This is an optimization exercise on Yosys and OpenROAD, whose aim is small area, not a production implementation.
The RTL was checked by simulation tests, not by an equivalence proof against the original design.
Power is estimated from default activity; no workload was simulated.

## run 1
==> flow/design.v (excerpt) <==
module fi_inject_ctrl
#(
  parameter int DATA_W = 32,
  parameter int NUM_CH = 4,
  parameter int CNT_W  = 16
) (
  input  logic                                      dla_core_clk,
  input  logic                                      dla_core_rst,
  input  logic [NUM_CH*DATA_W-1:0]                  data_in,
  output logic [NUM_CH*DATA_W-1:0]                  data_out,
  input  logic                                      cfg_we,
  input  logic [(NUM_CH > 1 ? $clog2(NUM_CH) : 1)-1:0] cfg_ch,
  input  logic [FI_MODE_W-1:0]                      cfg_mode,
  input  logic [DATA_W-1:0]                         cfg_mask,
  input  logic [CNT_W-1:0]                          cfg_start,
  input  logic [CNT_W-1:0]                          cfg_dur,
  output logic [CNT_W-1:0]                          cycle_cnt,
  output logic [NUM_CH-1:0]                         inj_active,
  output logic [NUM_CH-1:0]                         inj_done
  ,
  output logic [NUM_CH*CNT_W-1:0]                   hit_cnt
);
Size: ~1,700 cells after synthesis, roughly 420 I/O pins, roughly 20,000 µm² of cells after synthesis.
clock: 6.0 ns
lec_check: 0
cap_margin: 20
core_margin: 2
core_utilization: 72
place_density: 0.8
slew_margin: 20
standard.sh (not shown) runs the stock make flow with config.mk's settings and CLKGATE_MAP_FILE= SYNTH_SCRIPT=/design/flow/synth_recipe.tcl, a recipe that flattens the netlist after the stock synthesis.
==> flow/flow/run.sh <==
#!/bin/bash
set -euo pipefail
cd "$(dirname "$0")/.."
W=$(pwd)
R=$W/orfs/results/$FLOW_PLATFORM/fi_inject_ctrl/base
export BUFFER_PORTS_ARGS="-buffer_cell sky130_fd_sc_hd__buf_1"
export CTS_ARGS="-sink_clustering_enable -repair_clock_nets -dont_use_dummy_load -buf_list {sky130_fd_sc_hd__clkbuf_8} -sink_clustering_size 16 -sink_clustering_max_diameter 50"
bash standard.sh synth > standard_synth.log 2>&1
cp $R/1_2_yosys.v $W/standard_1_2_yosys.v
export REMAP_LIB=$FLOW_HOME/platforms/$FLOW_PLATFORM/lib/sky130_fd_sc_hd__tt_025C_1v80.lib
export REMAP_NETLIST=$W/standard_1_2_yosys.v
export REMAP_TOP=$FLOW_TOP
export REMAP_SEQ="$(grep -oE 'sky130_fd_sc_hd__(df|edf|sdf|sedf|dl)[a-z0-9_]*' $REMAP_NETLIST | sort -u | tr '\n' ' ')"
export REMAP_DONT_USE="$(grep -oE -- '-dont_use [^ ]+' $W/orfs/logs/$FLOW_PLATFORM/fi_inject_ctrl/base/1_2_yosys.log | sort -u | tr '\n' ' ')"
YOSYS="${YOSYS_EXE:-$FLOW_HOME/../tools/install/yosys/bin/yosys}"
# Three ABC recipes (remap_a/b/c.abc); keep the netlist with the least cell area.
best=""; best_area=""
for r in a b c; do
  export REMAP_SCRIPT=$W/flow/remap_$r.abc
  export REMAP_OUT=$W/remap_${r}_1_2_yosys.v
  export REMAP_STAT=$W/remap_${r}_stat.txt
  "$YOSYS" -c $W/flow/remap.tcl > remap_${r}_yosys.log 2>&1
  area=$(grep "Chip area" $REMAP_STAT | awk '{print $NF}')
  echo "remap $r: $area" >> remap_choice.log
  if [[ -z "$best" ]] || awk -v a="$area" -v b="$best_area" 'BEGIN{exit !(a<b)}'; then best=$r; best_area=$area; fi
done
echo "chosen: $best ($best_area)" >> remap_choice.log
cp $W/remap_${best}_1_2_yosys.v $R/1_2_yosys.v
bash standard.sh > standard_flow.log 2>&1
==> flow/flow/remap.tcl <==
# Re-map the combinational logic of the standard synthesis netlist for area.
# Registers are kept as they are (same instances, names and cells); only the
# logic between them is re-optimised by ABC and mapped again to the library.
set lib $::env(REMAP_LIB)
set netlist $::env(REMAP_NETLIST)
yosys read_liberty -ignore_miss_func -overwrite $lib
yosys read_verilog $netlist
yosys hierarchy -top $::env(REMAP_TOP)
# Keep every sequential cell as a black-box instance.
foreach m [split [string trim $::env(REMAP_SEQ)] " "] {
  if {$m ne ""} { yosys setattr -mod -set keep_hierarchy 1 $m }
}
yosys flatten
# Hide the wires flattening names after the cells' pins, so ports keep their names.
yosys rename -hide w:*.*
yosys opt_clean -purge
yosys abc -liberty $lib {*}$::env(REMAP_DONT_USE) -script $::env(REMAP_SCRIPT)
yosys opt_clean -purge
yosys hilomap -singleton -hicell sky130_fd_sc_hd__conb_1 HI -locell sky130_fd_sc_hd__conb_1 LO
yosys insbuf -buf sky130_fd_sc_hd__buf_4 A X
yosys splitnets
yosys opt_clean -purge
yosys select $::env(REMAP_TOP)
yosys tee -o $::env(REMAP_STAT) stat -liberty $lib
yosys write_verilog -noattr -nohex -nodec -selected $::env(REMAP_OUT)
==> flow/flow/remap_a.abc <==
&get -n
&st
&dch
&nf -R 1000
&put
&get -n
&st
&dch
&nf -R 1000
&put
&get -n
&st
&dch
&nf -R 1000
&put
&get -n
&st
&dch
&nf -R 1000
&put
==> flow/flow/remap_b.abc <==
&get -n
&st
&dch -f
&nf -R 2000 -a
&put
&get -n
&st
&dch -f
&nf -R 2000 -a
&put
&get -n
&st
&dch -f
&nf -R 2000 -a
&put
&get -n
&st
&dch -f
&nf -R 2000 -a
&put
==> flow/flow/remap_c.abc <==
&get -n
&st
&dch
&nf -R 1000
&put
&get -n
&st
&dch
&nf -R 1000
&put
Input-level comparison between run 2 and run 1:
# run 1
export LEC_CHECK = 0
export CAP_MARGIN = 20
export CORE_MARGIN = 2
export CORE_UTILIZATION = 72
export PLACE_DENSITY = 0.8
export SLEW_MARGIN = 20
create_clock -name core_clock -period 6.0 [get_ports {dla_core_clk}]
# run 2
export LEC_CHECK = 0
export CAP_MARGIN = 20
export CORE_MARGIN = 2
export CORE_UTILIZATION = 60
export PLACE_DENSITY = 0.7
export SLEW_MARGIN = 20
create_clock -name core_clock -period 6.0 [get_ports {dla_core_clk}]
==> flow/flow/run.sh <==
#!/bin/bash
set -euo pipefail
cd "$(dirname "$0")/.."
W=$(pwd)
R=$W/orfs/results/$FLOW_PLATFORM/fi_inject_ctrl/base
export BUFFER_PORTS_ARGS="-buffer_cell sky130_fd_sc_hd__buf_1"
export CTS_ARGS="-sink_clustering_enable -repair_clock_nets -dont_use_dummy_load -buf_list {sky130_fd_sc_hd__clkbuf_8} -sink_clustering_size 16 -sink_clustering_max_diameter 50"
bash standard.sh synth > standard_synth.log 2>&1
cp $R/1_2_yosys.v $W/standard_1_2_yosys.v
export REMAP_LIB=$FLOW_HOME/platforms/$FLOW_PLATFORM/lib/sky130_fd_sc_hd__tt_025C_1v80.lib
export REMAP_NETLIST=$W/standard_1_2_yosys.v
export REMAP_TOP=$FLOW_TOP
export REMAP_SCRIPT=$W/flow/remap.abc
export REMAP_OUT=$W/remap_1_2_yosys.v
export REMAP_STAT=$W/remap_stat.txt
export REMAP_SEQ="$(grep -oE 'sky130_fd_sc_hd__(df|edf|sdf|sedf|dl)[a-z0-9_]*' $REMAP_NETLIST | sort -u | tr '\n' ' ')"
export REMAP_DONT_USE="$(grep -oE -- '-dont_use [^ ]+' $W/orfs/logs/$FLOW_PLATFORM/fi_inject_ctrl/base/1_2_yosys.log | sort -u | tr '\n' ' ')"
"${YOSYS_EXE:-$FLOW_HOME/../tools/install/yosys/bin/yosys}" -c $W/flow/remap.tcl > remap_yosys.log 2>&1
cp $REMAP_OUT $R/1_2_yosys.v
bash standard.sh > standard_flow.log 2>&1
==> flow/flow/remap.abc (new file) <==
&get -n
&st
&dch
&nf -R 1000
&put
&get -n
&st
&dch
&nf -R 1000
&put
removed: flow/flow/remap_a.abc
removed: flow/flow/remap_b.abc
removed: flow/flow/remap_c.abc
## What came out
Tap cell instance count went up by more than a quarter going from run 1 to run 2.
Run 2 vs run 1, via count went down by 757.
Inverter count was lower in the run labelled run 1.
Run 2: synthesized cell count 1.1% above run 1
Per the comparison of run 2 with run 1, setup slack climbed 0.021 ns; number of non-filler instances in the completed layout grew by 125; final critical path time including I/O delays and setup fell 0.021 ns.
Going from run 1 to run 2, maximum clock rate grew slightly.
Wire length: run 2 vs run 1 down 3.2%
STATUS post-synth design cell area: run 2 loses against run 1
Share of layout cells above drive strength 1: run 2 and run 1 compared, lower one is run 1
#### Input delta (run 3 over run 2)
# run 2
export LEC_CHECK = 0
export CAP_MARGIN = 20
export CORE_MARGIN = 2
export CORE_UTILIZATION = 60
export PLACE_DENSITY = 0.7
export SLEW_MARGIN = 20
create_clock -name core_clock -period 6.0 [get_ports {dla_core_clk}]
# run 3
export LEC_CHECK = 0
export CAP_MARGIN = 5
export CORE_MARGIN = 2
export CORE_UTILIZATION = 70
export PLACE_DENSITY = 0.78
export SLEW_MARGIN = 5
create_clock -name core_clock -period 6.0 [get_ports {dla_core_clk}]
--- a/flow/flow/remap.abc
+++ b/flow/flow/remap.abc
@@ -10 +10,11 @@
 &put
+&get -n
+&st
+&dch
+&nf -R 1000
+&put
+&get -n
+&st
+&dch
+&nf -R 1000
+&put
==> comparison <==
Overall power consumption delta (run 3 − run 2): favourable
Run 3: initial standard-cell utilization of the core is 9.9 points higher than what run 2 reported.
When run 3 is set beside run 2, its met1 routed wirelength after detailed routing turns out to be about 7% smaller.
Relative to run 2, vias after detailed routing increased by 3.3% in run 3.
Inverter count of the layout excluding clock inverters (run 3 vs. run 2) decreases by more than a quarter
In the metrics for run 3 and run 2, the one carrying the lower area after synthesis is run 3.
STATUS minimum period implied by the final worst setup slack: run 3 wins against run 2
Count of buffers inserted at the top-level ports came out exactly the same in run 3 and run 2.

==> separate check: timing with driven ports <==
How much do the figures lean on ideal ports? The routed layouts below were timed once more, with nothing changed but the port constraints.
Step 1: set_driving_cell puts a clkbuf_16 on dla_core_clk and a buf_2 on each other input, an assumption about the parent block.
Step 2 moves the port delays by t, midway between the first and last clock arrival at a register: inputs arrive t later, outputs are due t later. That takes back most of the time a late clock gives input paths.
a / b / c = ideal ports / drivers / drivers and shift; a / b = the first two.
| run | t (ns) | setup WS [ns] | worst hold slack (ns) |
|---|---|---|---|
| run 1 | 0.617 | 0.206 / 0.154 / 0.498 | 0.506 / 0.506 / 0.506 |
| run 2 | 0.628 | 0.228 / 0.179 / 0.523 | 0.481 / 0.481 / 0.481 |
| run 3 | 0.615 | 0.305 / 0.256 / 0.536 | 0.501 / 0.501 / 0.501 |
After both steps every run listed still meets setup and hold.
